Context: an optimization exercise on an open-source flow, tuned for small area. The choices shown serve that exercise and are no tape-out recipe.
RTL that was checked went through simulation tests only; none was proved equivalent to the original.
Power figures rest on the tool's default switching activity, not on a simulated workload. The clock port is modelled as an ideal driver; clocking choices that lean on that would not hold on a real chip.

== north ==
## hash_table
module hash_table (
    input  wire                       clk,
    input  wire                       rst_n_i,
    input  wire                       ready_i,
    input  wire [(1 + 2 + 8 + 16)-1:0]   req_i,
    input  wire [(4 * (8 * 3))-1:0]    h3_matrix_i,
    output wire [(1 + 2 + 16 + 4)-1:0]  resp_o
);
    localparam NT    = 4;
    localparam AW    = 3;
    localparam SLOTS = 2 ** 3;
    localparam NE    = NT * SLOTS;
    localparam KW    = 8;
    localparam DW    = 16;
    localparam IW    = ((4 > 1) ? $clog2(4) : 1);
    localparam PW    = IW + AW;
    wire            req_valid = req_i[((1 + 2 + 8 + 16) - 1)];
    wire [1:0]      req_op    = req_i[(8 + 16) +: 2];
    wire [KW-1:0]   req_key   = req_i[(16) +: KW];
    wire [DW-1:0]   req_data  = req_i[0 +: DW];
    reg  [NE-1:0]     valid_q;
    reg  [NE*KW-1:0]  key_q;
    reg  [NE*DW-1:0]  data_q;
    wire [NT*AW-1:0]  adr;
    reg  [NE-1:0]     sel;
    reg  [NT-1:0]     ent_valid;
    reg  [NT*KW-1:0]  ent_key;
    reg  [NT-1:0]     hit_t;
    reg  [NT-1:0]     free_t;
    genvar g;
    generate
        for (g = 0; g < NT; g = g + 1) begin : g_hash
  ...
Size in the first run: ~820 flip-flops.
==> flow/config.mk <==
export PLATFORM = sky130hd
export DESIGN_NAME = hash_table
export DESIGN_NICKNAME = hash_table
export VERILOG_FILES = /design/flow/design.v
export SDC_FILE = /design/flow/constraint.sdc
export NUM_CORES = 4
export LEC_CHECK = 0
export CAP_MARGIN = 20
export CORE_MARGIN = 2
export CORE_UTILIZATION = 40
export SLEW_MARGIN = 20
==> flow/constraint.sdc <==
create_clock -name core_clock -period 6.0 [get_ports {clk}]
set_input_delay 1.2000 -clock core_clock [delete_from_list [all_inputs] [get_ports {clk}]]
set_output_delay 1.2000 -clock core_clock [all_outputs]
set_load 0.01 [all_outputs]
standard.sh (not shown) runs the stock make flow with config.mk's settings and CLKGATE_MAP_FILE= SYNTH_SCRIPT=/design/flow/synth_recipe.tcl, a recipe that flattens the netlist after the stock synthesis.
==> flow/flow/run.sh <==
#!/bin/bash
# The standard ORFS layout (standard.sh) with these layout choices changed:
#  - synthesis maps the logic with an area-oriented abc script (flow/synth.tcl, flow/abc_area.script);
#    everything else in it is synth_recipe.tcl, and the registers are the standard synthesis's
#  - port buffers are buf_1 cells (every port still gets its own buffer)
#  - CTS clusters up to 24 sinks (diameter 80 um) per leaf buffer and inserts no dummy loads
# The full make output goes to flow_make.log; ORFS keeps each step's log under orfs/logs/.
set -euo pipefail
cd "$(dirname "$0")/.."
export MY_ABC_SCRIPT=$PWD/flow/abc_area.script
bash standard.sh \
  "SYNTH_SCRIPT=$PWD/flow/synth.tcl" \
  "BUFFER_PORTS_ARGS=-buffer_cell sky130_fd_sc_hd__buf_1" \
  "CTS_ARGS=-sink_clustering_enable -repair_clock_nets -dont_use_dummy_load -sink_clustering_size 24 -sink_clustering_max_diameter 80" \
  finish > flow_make.log 2>&1
==> flow/flow/abc_area.script <==
&get -n
&st
&syn3
&dch
&nf -R 1000
&put
==> flow/flow/synth.tcl <==
proc synth {args} { yosys synth -nofsm -noshare {*}$args }
# synth_recipe.tcl with the abc call given an area-oriented mapping script (flow/abc_area.script).
# Registers are mapped (dfflibmap) before abc, so they are the same as in the standard synthesis.
proc abc {args} {
  set i [lsearch -exact $args -script]
  if { $i >= 0 && [info exists ::env(MY_ABC_SCRIPT)] } { lset args [expr {$i + 1}] $::env(MY_ABC_SCRIPT) }
  yosys abc {*}$args
}
source $::env(SCRIPTS_DIR)/synth.tcl
# left out here: clear keep_hierarchy, flatten, clean up, hide names made inside functions, write 1_2_yosys.v
Modified inputs, south compared to north
Settings: SLEW_MARGIN: 20 -> 0; CAP_MARGIN: 20 -> 0; CTS_BUF_LIST: unset -> sky130_fd_sc_hd__clkbuf_4.
==> flow/run.sh (new file) <==
#!/bin/bash
# synth_recipe.tcl (not shown) runs the flow's synth.tcl, then flattens the netlist and writes it again
# the make line also repeats each setting of config.mk as NAME=value (left out here)
make -C /OpenROAD-flow-scripts/flow DESIGN_CONFIG=/design/flow/config.mk WORK_HOME=/design/flow/orfs CLKGATE_MAP_FILE= SYNTH_SCRIPT=/design/flow/synth_recipe.tcl finish
removed: flow/flow/run.sh
removed: flow/flow/abc_area.script
removed: flow/flow/synth.tcl
removed: flow/standard.sh
Findings:
south finished all stages; the layout is clean. Average cell area after synthesis (south over north): decrease, about 0.8%. Fraction of the core area covered by cells at the end of the flow: south higher than north. Diff north -> south: detailed-route via count picked up an extra 13%; total placed instance area shows an increase of about 6%; cell count grew by 9.7%; total wire length after detailed routing shows an increase of about 23%; worst setup slack now sits lower. north → south: final setup skew up 0.0094 ns, sequential share of cell area went down. Global-route wire length before repair was higher in the run labelled south. Die area delta (south − north): unfavourable.
[inputs] east vs south
Settings: CAP_MARGIN now 20, was 0; CTS_BUF_LIST no longer set, was sky130_fd_sc_hd__clkbuf_4; SLEW_MARGIN now 20, was 0.
==> flow/flow/run.sh (new file) <==
#!/bin/bash
# The standard ORFS layout (standard.sh) with these layout choices changed:
#  - synthesis maps the logic with an area-oriented abc script (flow/synth.tcl, flow/abc_area.script);
#    everything else in it is synth_recipe.tcl, and the registers are the standard synthesis's
#  - port buffers are buf_1 cells (every port still gets its own buffer)
#  - CTS clusters up to 30 sinks (diameter 100 um) per leaf buffer and inserts no dummy loads
# The full make output goes to flow_make.log; ORFS keeps each step's log under orfs/logs/.
set -euo pipefail
cd "$(dirname "$0")/.."
export MY_ABC_SCRIPT=$PWD/flow/abc_area.script
bash standard.sh \
  "SYNTH_SCRIPT=$PWD/flow/synth.tcl" \
  "BUFFER_PORTS_ARGS=-buffer_cell sky130_fd_sc_hd__buf_1" \
  "CTS_ARGS=-sink_clustering_enable -repair_clock_nets -dont_use_dummy_load -sink_clustering_size 30 -sink_clustering_max_diameter 100" \
  finish > flow_make.log 2>&1
==> flow/flow/abc_area.script (new file) <==
&get -n
&st
&syn3
&dch
&nf -R 1000
&put
==> flow/flow/synth.tcl (new file) <==
proc synth {args} { yosys synth -nofsm -noshare {*}$args }
# synth_recipe.tcl with the abc call given an area-oriented mapping script (flow/abc_area.script).
# Registers are mapped (dfflibmap) before abc, so they are the same as in the standard synthesis.
proc abc {args} {
  set i [lsearch -exact $args -script]
  if { $i >= 0 && [info exists ::env(MY_ABC_SCRIPT)] } { lset args [expr {$i + 1}] $::env(MY_ABC_SCRIPT) }
  yosys abc {*}$args
}
source $::env(SCRIPTS_DIR)/synth.tcl
# left out here: clear keep_hierarchy, flatten, clean up, hide names made inside functions, write 1_2_yosys.v
==> flow/standard.sh (new file) <==
#!/bin/bash
# synth_recipe.tcl (not shown) runs the flow's synth.tcl, then flattens the netlist and writes it again
# the make line also repeats each setting of config.mk as NAME=value (left out here)
make -C /OpenROAD-flow-scripts/flow DESIGN_CONFIG=/design/flow/config.mk WORK_HOME=/design/flow/orfs CLKGATE_MAP_FILE= SYNTH_SCRIPT=/design/flow/synth_recipe.tcl "${@:-finish}"
removed: flow/run.sh
Results
- Number of buffer and inverter instances along the worst setup path was higher in the run labelled east.
- The run showing the greater floorplan die width is south.
- east vs south — post-layout utilization of the core dropped 2.2 points.
- east: area growth from synthesis to layout lower than south
- Between south and east, the clock-pin slew of the registers on the worst-case setup and hold paths is lower for south.
- Compared with south, east shows a post-placement setup slack that is 0.21 ns lower.
No run of this note included a check of the RTL's function; only the layout flow was run.

---

The RTL this note starts from:
==> flow/design.v <==
`default_nettype none
module h3_hash (
    input  wire [8-1:0]    key_i,
    input  wire [(8 * 3)-1:0] matrix_i,
    output reg  [3-1:0]    adr_o
);
    integer b;
    always @(*) begin
        adr_o = {3{1'b0}};
        for (b = 0; b < 8; b = b + 1) begin
            if (key_i[b]) begin
                adr_o = adr_o ^ matrix_i[b*3 +: 3];
            end
        end
    end
endmodule
`default_nettype wire
`default_nettype none
module hash_table (
    input  wire                       clk,
    input  wire                       rst_n_i,
    input  wire                       ready_i,
    input  wire [(1 + 2 + 8 + 16)-1:0]   req_i,
    input  wire [(4 * (8 * 3))-1:0]    h3_matrix_i,
    output wire [(1 + 2 + 16 + 4)-1:0]  resp_o
);
    localparam NT    = 4;
    localparam AW    = 3;
    localparam SLOTS = 2 ** 3;
    localparam NE    = NT * SLOTS;
    localparam KW    = 8;
    localparam DW    = 16;
    localparam IW    = ((4 > 1) ? $clog2(4) : 1);
    localparam PW    = IW + AW;
    localparam CW    = KW - 1;
    wire            req_valid = req_i[((1 + 2 + 8 + 16) - 1)];
    wire [1:0]      req_op    = req_i[(8 + 16) +: 2];
    wire [KW-1:0]   req_key   = req_i[(16) +: KW];
    wire [DW-1:0]   req_data  = req_i[0 +: DW];
    reg  [NE-1:0]     valid_q;
    reg  [NE*CW-1:0]  key_q;     
    reg  [NT-1:0]     aux_q;     
    reg  [NE*DW-1:0]  data_q;
    wire [NT*AW-1:0]  adr;
    reg  [NE-1:0]     sel;
    reg  [NT-1:0]     ent_valid;
    reg  [NT*CW-1:0]  ent_key;
    reg  [NT*CW-1:0]  ckey;
    reg  [NT-1:0]     hzero;
    reg               nz;
    reg  [NT-1:0]     hit_t;
    reg  [NT-1:0]     free_t;
    genvar g;
    generate
        for (g = 0; g < NT; g = g + 1) begin : g_hash
            h3_hash hash_0 (
                .key_i    (req_key),
                .matrix_i (h3_matrix_i[g*(8 * 3) +: (8 * 3)]),
                .adr_o    (adr[g*AW +: AW])
            );
        end
    endgenerate
    integer t, s, j;
    always @(*) begin
        for (t = 0; t < NT; t = t + 1) begin
            nz = 1'b0;
            for (j = 0; j < CW; j = j + 1) begin
                nz = nz | (|h3_matrix_i[t*(8 * 3) + j*AW +: AW]);
                ckey[t*CW + j] = nz ? req_key[j+1] : req_key[j];
            end
            hzero[t] = !(nz | (|h3_matrix_i[t*(8 * 3) + CW*AW +: AW]));
        end
    end
    always @(*) begin
        for (t = 0; t < NT; t = t + 1) begin
            ent_valid[t]          = 1'b0;
            ent_key[t*CW +: CW]   = {CW{1'b0}};
            for (s = 0; s < SLOTS; s = s + 1) begin
                sel[t*SLOTS + s] = (adr[t*AW +: AW] == s);
                if (sel[t*SLOTS + s]) begin
                    ent_valid[t]        = ent_valid[t] | valid_q[t*SLOTS + s];
                    ent_key[t*CW +: CW] = ent_key[t*CW +: CW] | key_q[(t*SLOTS + s)*CW +: CW];
                end
            end
            hit_t[t]  = ent_valid[t] && (ent_key[t*CW +: CW] == ckey[t*CW +: CW]) &&
                        (!hzero[t] || aux_q[t] == req_key[KW-1]);
            free_t[t] = !ent_valid[t];
        end
    end
    reg           hit;
    reg           any_free;
    reg [NT-1:0]  first_free;
    reg [IW-1:0]  hit_idx;
    reg [AW-1:0]  hit_adr;
    always @(*) begin
        hit        = |hit_t;
        any_free   = |free_t;
        first_free = {NT{1'b0}};
        hit_idx    = {IW{1'b0}};
        hit_adr    = {AW{1'b0}};
        for (t = NT - 1; t >= 0; t = t - 1) begin
            if (free_t[t]) first_free = {NT{1'b0}} | ({{(NT-1){1'b0}}, 1'b1} << t);
        end
        for (t = 0; t < NT; t = t + 1) begin
            if (hit_t[t]) begin
                hit_idx = hit_idx | t;
                hit_adr = hit_adr | adr[t*AW +: AW];
            end
        end
    end
    wire en     = ready_i;
    wire is_rd  = (req_op == 2'd1);
    wire is_wr  = (req_op == 2'd2);
    wire is_del = (req_op == 2'd3);
    wire do_wr  = en && req_valid && is_wr && !hit && any_free;
    wire do_del = en && req_valid && is_del && hit;
    integer e;
    always @(posedge clk) begin
        for (e = 0; e < NE; e = e + 1) begin
            if (en && !valid_q[e]) begin
                key_q[e*CW +: CW]  <= ckey[(e / SLOTS)*CW +: CW];
                data_q[e*DW +: DW] <= req_data;
            end
        end
        for (t = 0; t < NT; t = t + 1) begin
            if (en && !valid_q[t*SLOTS]) begin
                aux_q[t] <= req_key[KW-1];
            end
        end
    end
    always @(posedge clk or negedge rst_n_i) begin
        if (!rst_n_i) begin
            valid_q <= {NE{1'b0}};
        end else begin
            for (e = 0; e < NE; e = e + 1) begin
                if (do_wr && first_free[e / SLOTS] && sel[e]) begin
                    valid_q[e] <= 1'b1;
                end else if (do_del && hit_t[e / SLOTS] && sel[e]) begin
                    valid_q[e] <= 1'b0;
                end
            end
        end
    end
    wire          fail = is_wr ? (hit || !any_free) : (is_rd || is_del) ? !hit : 1'b0;
    reg           r1_valid, r2_valid;
    reg  [1:0]    r1_op, r2_op;
    reg           r1_fail, r2_fail;
    reg  [PW-1:0] r1_ptr, r2_ptr;
    always @(posedge clk or negedge rst_n_i) begin
        if (!rst_n_i) begin
            r1_valid <= 1'b0;
            r2_valid <= 1'b0;
        end else if (en) begin
            r1_valid <= req_valid;
            r2_valid <= r1_valid;
        end
    end
    always @(posedge clk) begin
        if (en) begin
            r1_op   <= req_op;
            r1_fail <= fail;
            r1_ptr  <= {hit_idx, hit_adr[AW-1:1], is_wr ? hit : hit_adr[0]};
            r2_op   <= r1_op;
            r2_fail <= r1_fail;
            r2_ptr  <= r1_ptr;
        end
    end
    wire          rd_hit = (r2_op == 2'd1) && !r2_fail;
    reg  [DW-1:0] rd_data;
    always @(*) begin
        rd_data = {DW{1'b0}};
        for (e = 0; e < NE; e = e + 1) begin
            if (rd_hit && r2_ptr == e) rd_data = rd_data | data_q[e*DW +: DW];
        end
    end
    wire [4-1:0] status;
    assign status[3]    = r2_fail && (r2_op == 2'd1);
    assign status[2] = r2_fail && (r2_op == 2'd2) && r2_ptr[0];
    assign status[1]      = r2_fail && (r2_op == 2'd2) && !r2_ptr[0];
    assign status[0]  = r2_fail && (r2_op == 2'd3);
    assign resp_o = {r2_valid, r2_op, rd_data, status};
endmodule
`default_nettype wire
Settings: LEC_CHECK=0, CAP_MARGIN=0, CORE_MARGIN=2, CORE_UTILIZATION=75, PLACE_DENSITY=0.85, SLEW_MARGIN=0; clock period 6.0 ns.
==> flow/flow/run.sh <==
#!/bin/bash
# The standard ORFS layout (standard.sh) with these layout choices changed:
#  - synthesis maps the logic with an area-oriented abc script (flow/synth.tcl, flow/abc_area.script);
#    everything else in it is synth_recipe.tcl, and the registers are the standard synthesis's
#  - port buffers are buf_1 cells (every port still gets its own buffer)
#  - CTS clusters up to 18 sinks (diameter 60 um) per clkbuf_8 leaf buffer and inserts no dummy loads
# The full make output goes to flow_make.log; ORFS keeps each step's log under orfs/logs/.
set -euo pipefail
cd "$(dirname "$0")/.."
export MY_ABC_SCRIPT=$PWD/flow/abc_area.script
bash standard.sh \
  "SYNTH_SCRIPT=$PWD/flow/synth.tcl" \
  "BUFFER_PORTS_ARGS=-buffer_cell sky130_fd_sc_hd__buf_1" \
  "CTS_ARGS=-sink_clustering_enable -repair_clock_nets -dont_use_dummy_load -sink_clustering_size 18 -sink_clustering_max_diameter 60 -buf_list sky130_fd_sc_hd__clkbuf_8" \
  finish > flow_make.log 2>&1
==> flow/flow/abc_area.script <==
&get -n
&st
&syn3
&dch
&nf -R 2000 -C 32
&put
==> flow/flow/synth.tcl <==
proc synth {args} { yosys synth -nofsm -noshare {*}$args }
# synth_recipe.tcl with the abc call given an area-oriented mapping script (flow/abc_area.script).
# Registers are mapped (dfflibmap) before abc, so they are the same as in the standard synthesis.
proc abc {args} {
  set i [lsearch -exact $args -script]
  if { $i >= 0 && [info exists ::env(MY_ABC_SCRIPT)] } { lset args [expr {$i + 1}] $::env(MY_ABC_SCRIPT) }
  yosys abc {*}$args
}
source $::env(SCRIPTS_DIR)/synth.tcl
# left out here: clear keep_hierarchy, flatten, clean up, hide names made inside functions, write 1_2_yosys.v
Then changed:
==> flow/flow/run.sh (replaced) <==
#!/bin/bash
# The standard ORFS layout (standard.sh) with these layout choices changed:
#  - synthesis maps the logic with an area-oriented abc script (flow/synth.tcl, flow/abc_area.script);
#    everything else in it is synth_recipe.tcl, and the registers are the standard synthesis's
#  - port buffers are buf_1 cells (every port still gets its own buffer)
#  - CTS clusters up to 30 sinks (diameter 100 um) per leaf buffer and inserts no dummy loads
# The full make output goes to flow_make.log; ORFS keeps each step's log under orfs/logs/.
set -euo pipefail
cd "$(dirname "$0")/.."
export MY_ABC_SCRIPT=$PWD/flow/abc_area.script
bash standard.sh \
  "SYNTH_SCRIPT=$PWD/flow/synth.tcl" \
  "BUFFER_PORTS_ARGS=-buffer_cell sky130_fd_sc_hd__buf_1" \
  "CTS_ARGS=-sink_clustering_enable -repair_clock_nets -dont_use_dummy_load -sink_clustering_size 30 -sink_clustering_max_diameter 100" \
  finish > flow_make.log 2>&1
==> flow/flow/abc_area.script (replaced) <==
&get -n
&st
&syn3
&dch
&nf -R 1000
&put
topo
stime -c
upsize -c
dnsize -c
CORE_UTILIZATION = 60   (was 75)
PLACE_DENSITY = 0.7   (was 0.85)
The changed run went through all stages and came out clean.
Critical path depth goes up by 2.
Area after synthesis goes up by 0.84%.
Global-route usage goes down by 9.0 points.
Clock power goes up by about 5%.

==> what the ideal ports hide <==
No port has a modelled driver above. Below, the same layouts with a new extraction and two added sets of constraints.
Step 1 sets driving cells, clkbuf_16 on the clock port and buf_2 on the other inputs (assumed; they add their load-dependent delay and slew).
Step 2 also shifts input and output timing later by t, the mid clock arrival at the registers, as if the neighbouring blocks saw the same clock.
Three values: ideal, step 1, step 2; two values: the first two.
run | t (ns) | setup slack, ns | latest minus earliest clock arrival (ns) | slew at the worst register clock pin (ns) | worst slew at a driven data input, ns
north | 0.641 | 0.381 / 0.425 / -0.217 | 0.090 / 0.089 | 0.10 / 0.10 | 0.07
south | 1.122 | 0.338 / 0.275 / -0.240 | 0.098 / 0.099 | 0.07 / 0.07 | 0.06
east | 0.623 | 0.402 / 0.443 / -0.180 | 0.114 / 0.113 | 0.12 / 0.12 | 0.07
the first run of note 2 | 0.725 | 0.275 / 0.220 / -0.171 | 0.073 / 0.072 | 0.11 / 0.11 | 0.06
the second run of note 2 | 0.674 | 0.792 / 0.729 / 0.243 | 0.047 / 0.047 | 0.12 / 0.12 | 0.05
Met with ideal ports but missed after step 2: setup timing in north, south, east and the first run of note 2. For north, which loses most, drivers alone change the setup slack by +0.044 ns; drivers and shift together by -0.598 ns.
